This design comes from an exercise in tuning for small area on the open sky130 flow, not from production work. The RTL was checked by simulation tests, not by an equivalence proof against the original design. Power is estimated from default activity; no workload was simulated.

## before
==> flow/design.v (excerpt) <==
module prio_dispatch (
   input  logic                   c_clk,
   input  logic                   rst_n,
   input  logic [4-1:0] hold1_cmd,
   input  logic [4-1:0] hold2_cmd,
   input  logic [4-1:0] hold3_cmd,
   input  logic [4-1:0] hold4_cmd,
   input  calc_cmd_pkg::req_tag_t hold1_tag,
   input  calc_cmd_pkg::req_tag_t hold2_tag,
   input  calc_cmd_pkg::req_tag_t hold3_tag,
   input  calc_cmd_pkg::req_tag_t hold4_tag,
   input  calc_cmd_pkg::operand_t hold1_data1,
   input  calc_cmd_pkg::operand_t hold2_data1,
   input  calc_cmd_pkg::operand_t hold3_data1,
   input  calc_cmd_pkg::operand_t hold4_data1,
   input  calc_cmd_pkg::operand_t hold1_data2,
   input  calc_cmd_pkg::operand_t hold2_data2,
   input  calc_cmd_pkg::operand_t hold3_data2,
   input  calc_cmd_pkg::operand_t hold4_data2,
   output calc_cmd_pkg::opcode_e  prio_adder_cmd,
   output calc_cmd_pkg::out_tag_t prio_adder_tag,
   output calc_cmd_pkg::operand_t prio_adder_data1,
   output calc_cmd_pkg::operand_t prio_adder_data2,
   output logic                   prio_adder_out_vld,
   output calc_cmd_pkg::opcode_e  prio_shift_cmd,
   output calc_cmd_pkg::out_tag_t prio_shift_tag,
   output calc_cmd_pkg::operand_t prio_shift_data1,
   output calc_cmd_pkg::operand_t prio_shift_data2,
   output logic                   prio_shift_out_vld,
   output logic                   port1_invalid_op,
   output logic                   port2_invalid_op,
   output logic                   port3_invalid_op,
   output logic                   port4_invalid_op,
   output calc_cmd_pkg::req_tag_t port1_invalid_tag,
   output calc_cmd_pkg::req_tag_t port2_invalid_tag,
   output calc_cmd_pkg::req_tag_t port3_invalid_tag,
   output calc_cmd_pkg::req_tag_t port4_invalid_tag
);
  ...
Size in the first run: about 7100 cells after synthesis, roughly 2300 flip-flops, about 440 I/O pins, ~75000 um2 of cells after synthesis.
export LEC_CHECK = 0
export CAP_MARGIN = 20
export CELL_PAD_IN_SITES_DETAIL_PLACEMENT = 0
export CELL_PAD_IN_SITES_GLOBAL_PLACEMENT = 0
export CORE_MARGIN = 2
export CORE_UTILIZATION = 60
export PLACE_DENSITY = 0.72
export SLEW_MARGIN = 20
export SYNTH_HIERARCHICAL = 1
create_clock -name core_clock -period 6.0 [get_ports {c_clk}]
standard.sh (not shown) runs the stock make flow with config.mk's settings and CLKGATE_MAP_FILE= SYNTH_SCRIPT=/design/flow/synth_recipe.tcl, a recipe that flattens the netlist after the stock synthesis.
==> flow/flow/run.sh <==
#!/bin/bash
# The standard layout (standard.sh, with the standard flow's synthesis and config), with
# two changes: ports are buffered with the smallest buffer, and the clock tree
# uses smaller leaf buffers, larger sink clusters and no dummy loads.
set -euo pipefail
export BUFFER_PORTS_ARGS="-buffer_cell sky130_fd_sc_hd__buf_1"
export CTS_ARGS="-sink_clustering_enable -repair_clock_nets -dont_use_dummy_load -sink_clustering_size 16 -sink_clustering_max_diameter 50 -buf_list sky130_fd_sc_hd__clkbuf_8 -root_buf sky130_fd_sc_hd__clkbuf_16"
bash standard.sh finish > standard.log 2>&1
Edits applied to the flow inputs when going from before to after:
Settings: changing PLACE_DENSITY from 0.72 to 0.55; changing CELL_PAD_IN_SITES_DETAIL_PLACEMENT from 0 to 1; changing CELL_PAD_IN_SITES_GLOBAL_PLACEMENT from 0 to 2; changing CORE_UTILIZATION from 60 to 45.
On power, after does worse than before. after reports a lower transition time of the tightest slew-check pin than before does. Between before and after, number of global-route vias before repair increased. after against before: number of synthesized flops with an enable pin ~0 delta, number of ordinary and repair buffers in the finished layout -2, data-path buffer share of cell area in the final layout ~0 delta. [compare] base=before new=after: worst setup slack went up 0.043 ns; total number of clock tree sinks was more or less identical.


== run A ==
Another version of the RTL of prio_dispatch (not shown whole).
For scale: ~7300 cells after synthesis, ~75000 um2 of cells after synthesis.
Settings: LEC_CHECK=0, CAP_MARGIN=20, CELL_PAD_IN_SITES_DETAIL_PLACEMENT=1, CELL_PAD_IN_SITES_GLOBAL_PLACEMENT=2, CORE_MARGIN=2, CORE_UTILIZATION=60, PLACE_DENSITY=0.68, SLEW_MARGIN=20, SYNTH_HIERARCHICAL=1; clock period 6.0 ns.
==> flow/flow/run.sh <==
#!/bin/bash
# The standard layout (standard.sh, with the standard flow's synthesis and config), with
# two changes: ports are buffered with the smallest buffer, and the clock tree
# uses larger sink clusters and no dummy loads.
set -euo pipefail
export BUFFER_PORTS_ARGS="-buffer_cell sky130_fd_sc_hd__buf_1"
export CTS_ARGS="-sink_clustering_enable -repair_clock_nets -dont_use_dummy_load -sink_clustering_size 25 -sink_clustering_max_diameter 80"
bash standard.sh finish > standard.log 2>&1
Seen in the log of run A: GPL-0301 during global placement without I/O (3_1_place_gp_skip_io), after which the run never completed.
--- input diff run A..run B ---
# run A
export LEC_CHECK = 0
export CAP_MARGIN = 20
export CELL_PAD_IN_SITES_DETAIL_PLACEMENT = 1
export CELL_PAD_IN_SITES_GLOBAL_PLACEMENT = 2
export CORE_MARGIN = 2
export CORE_UTILIZATION = 60
export PLACE_DENSITY = 0.68
export SLEW_MARGIN = 20
export SYNTH_HIERARCHICAL = 1
create_clock -name core_clock -period 6.0 [get_ports {c_clk}]
# run B
export LEC_CHECK = 0
export CAP_MARGIN = 20
export CELL_PAD_IN_SITES_DETAIL_PLACEMENT = 1
export CELL_PAD_IN_SITES_GLOBAL_PLACEMENT = 2
export CORE_MARGIN = 2
export CORE_UTILIZATION = 45
export PLACE_DENSITY = 0.55
export SLEW_MARGIN = 20
export SYNTH_HIERARCHICAL = 1
create_clock -name core_clock -period 6.0 [get_ports {c_clk}]
==> flow/flow/run.sh <==
#!/bin/bash
# The standard layout (standard.sh, with the standard flow's synthesis and config), with
# two changes: ports are buffered with the smallest buffer, and the clock tree
# uses smaller leaf buffers, larger sink clusters and no dummy loads.
set -euo pipefail
export BUFFER_PORTS_ARGS="-buffer_cell sky130_fd_sc_hd__buf_1"
export CTS_ARGS="-sink_clustering_enable -repair_clock_nets -dont_use_dummy_load -sink_clustering_size 16 -sink_clustering_max_diameter 50 -buf_list sky130_fd_sc_hd__clkbuf_8 -root_buf sky130_fd_sc_hd__clkbuf_16"
bash standard.sh finish > standard.log 2>&1
### Flow results
- In run B the width of the die turned out about 15% higher than in run A.
- Run B | status: complete | timing, DRC, antenna: pass
- Diff run A -> run B: number of core rows shows an increase of about 16%; fraction of registers with async set/reset held.
Relative to run B, the following input files were edited for run C:
==> flow/flow/run.sh <==
#!/bin/bash
# The standard layout (standard.sh, with the standard flow's synthesis and config), with
# two changes: ports are buffered with the smallest buffer, and the clock tree
# uses larger sink clusters and no dummy loads.
set -euo pipefail
export BUFFER_PORTS_ARGS="-buffer_cell sky130_fd_sc_hd__buf_1"
export CTS_ARGS="-sink_clustering_enable -repair_clock_nets -dont_use_dummy_load -sink_clustering_size 25 -sink_clustering_max_diameter 80"
bash standard.sh finish > standard.log 2>&1
[summary]
Run C reports its capturing element of the worst setup path as u_shift_queue.slot[1][31] while run B reports u_add_queue.slot[8][47].
Delta(slew at the pin closest to its max-slew limit, run C - run B) < 0
Run C vs. run B: area occupied by multi-input gates held steady, cell area after layout held steady, worst setup slack grew by 0.045 ns.
What run D does differently from run C at the input level:
# run C
export LEC_CHECK = 0
export CAP_MARGIN = 20
export CELL_PAD_IN_SITES_DETAIL_PLACEMENT = 1
export CELL_PAD_IN_SITES_GLOBAL_PLACEMENT = 2
export CORE_MARGIN = 2
export CORE_UTILIZATION = 45
export PLACE_DENSITY = 0.55
export SLEW_MARGIN = 20
export SYNTH_HIERARCHICAL = 1
create_clock -name core_clock -period 6.0 [get_ports {c_clk}]
# run D
export LEC_CHECK = 0
export CAP_MARGIN = 5
export CELL_PAD_IN_SITES_DETAIL_PLACEMENT = 1
export CELL_PAD_IN_SITES_GLOBAL_PLACEMENT = 2
export CORE_MARGIN = 2
export CORE_UTILIZATION = 30
export PLACE_DENSITY = 0.45
export SLEW_MARGIN = 5
export SYNTH_HIERARCHICAL = 1
create_clock -name core_clock -period 6.0 [get_ports {c_clk}]
[summary]
Both conditions hold for run D: the flow ran to the end and the final layout passed the timing, design-rule and antenna checks. Total via count after detailed routing delta for run D relative to run C: 2496 lower. Compared with run C, run D shows worst-case setup slack after placement lower by 0.17 ns. On clock-pin transition on the worst setup and hold timing paths, run C tracks run D almost exactly. Between run C and run D, the global-route usage over all layers is lower for run D. Wire length of the first global-routing pass, run C and run D, lower one = run C.


rev 12:
prio_dispatch, a different RTL version from the one above (not shown whole).
Size: about 2300 flip-flops, ~75000 um^2 of cells after synthesis.
==> flow/config.mk <==
export PLATFORM = sky130hd
export DESIGN_NAME = prio_dispatch
export DESIGN_NICKNAME = prio_dispatch
export VERILOG_FILES = /design/flow/design.v
export SDC_FILE = /design/flow/constraint.sdc
export NUM_CORES = 4
export LEC_CHECK = 0
export CAP_MARGIN = 20
export CELL_PAD_IN_SITES_DETAIL_PLACEMENT = 1
export CELL_PAD_IN_SITES_GLOBAL_PLACEMENT = 2
export CORE_MARGIN = 2
export CORE_UTILIZATION = 30
export CTS_CLUSTER_DIAMETER = 100
export CTS_CLUSTER_SIZE = 30
export PLACE_DENSITY = 0.45
export SLEW_MARGIN = 20
export SYNTH_HIERARCHICAL = 1
==> flow/constraint.sdc <==
create_clock -name core_clock -period 6.0 [get_ports {c_clk}]
set_input_delay 1.2000 -clock core_clock [delete_from_list [all_inputs] [get_ports {c_clk}]]
set_output_delay 1.2000 -clock core_clock [all_outputs]
set_load 0.01 [all_outputs]
run.sh (not shown) runs the stock make flow with config.mk's settings and CLKGATE_MAP_FILE= SYNTH_SCRIPT=/design/flow/synth_recipe.tcl, a recipe that flattens the netlist after the stock synthesis.
Stock flow here: none of the scripts above is used.
Rev 12 finished end to end and its layout was clean on timing, DRC and antenna.
Setup changes, rev 12 to rev 13
# rev 12
export LEC_CHECK = 0
export CAP_MARGIN = 20
export CELL_PAD_IN_SITES_DETAIL_PLACEMENT = 1
export CELL_PAD_IN_SITES_GLOBAL_PLACEMENT = 2
export CORE_MARGIN = 2
export CORE_UTILIZATION = 30
export CTS_CLUSTER_DIAMETER = 100
export CTS_CLUSTER_SIZE = 30
export PLACE_DENSITY = 0.45
export SLEW_MARGIN = 20
export SYNTH_HIERARCHICAL = 1
create_clock -name core_clock -period 6.0 [get_ports {c_clk}]
# rev 13
export LEC_CHECK = 0
export CAP_MARGIN = 20
export CELL_PAD_IN_SITES_DETAIL_PLACEMENT = 1
export CELL_PAD_IN_SITES_GLOBAL_PLACEMENT = 2
export CORE_MARGIN = 2
export CORE_UTILIZATION = 30
export PLACE_DENSITY = 0.45
export SLEW_MARGIN = 20
export SYNTH_HIERARCHICAL = 1
create_clock -name core_clock -period 6.0 [get_ports {c_clk}]
[summary]
- Rev 13 reached the final stage; the timing, design-rule and antenna checks on its layout passed.
- Rev 13 gives less final hold slack than rev 12 did.
- Status: number of gates on the worst path with buffers counted parity (rev 13, rev 12)
- Taking rev 12 as the reference, in rev 13 flop-to-flop setup slack has decreased; cell count has increased; post-route total power has increased; fmax has decreased; final standard cell utilization of the core has increased.
- First-pass iteration count of the detailed router ended up 2 higher on rev 13 than on rev 12.

==> port drivers added, routing unchanged <==
In the flow no input, the clock included, has a driving cell. The finished layouts below were timed again as built, in two steps.
Step 1: set_driving_cell puts a clkbuf_16 on c_clk and a buf_2 on each other input, an assumption about the parent block.
Step 2 times the ports against the registers' clock, not the clock port: input delays grow and output delays shrink by t, the midpoint of the rising clock arrivals with the driver on.
a / b / c = ideal / step 1 / step 2; a / b = the first two.
run | t, ns | slack for setup (ns) | clock arrival spread, ns
before | 0.869 | 1.395 / 1.436 / 0.579 | 0.116 / 0.116
after | 0.920 | 1.438 / 1.439 / 0.582 | 0.087 / 0.088
run B | 0.913 | 0.582 / 0.582 / 0.582 | 0.094 / 0.094
run C | 0.843 | 0.626 / 0.626 / 0.626 | 0.074 / 0.074
run D | 0.895 | 0.517 / 0.517 / 0.517 | 0.086 / 0.085
rev 12 | 0.905 | 0.612 / 0.612 / 0.207 | 0.048 / 0.049
rev 13 | 1.002 | 0.570 / 0.570 / 0.139 | 0.061 / 0.061
After both steps setup and hold are still met in every run listed. The setup slack of after, which loses most, moves by +0.001 ns with the drivers and by -0.856 ns with both steps.
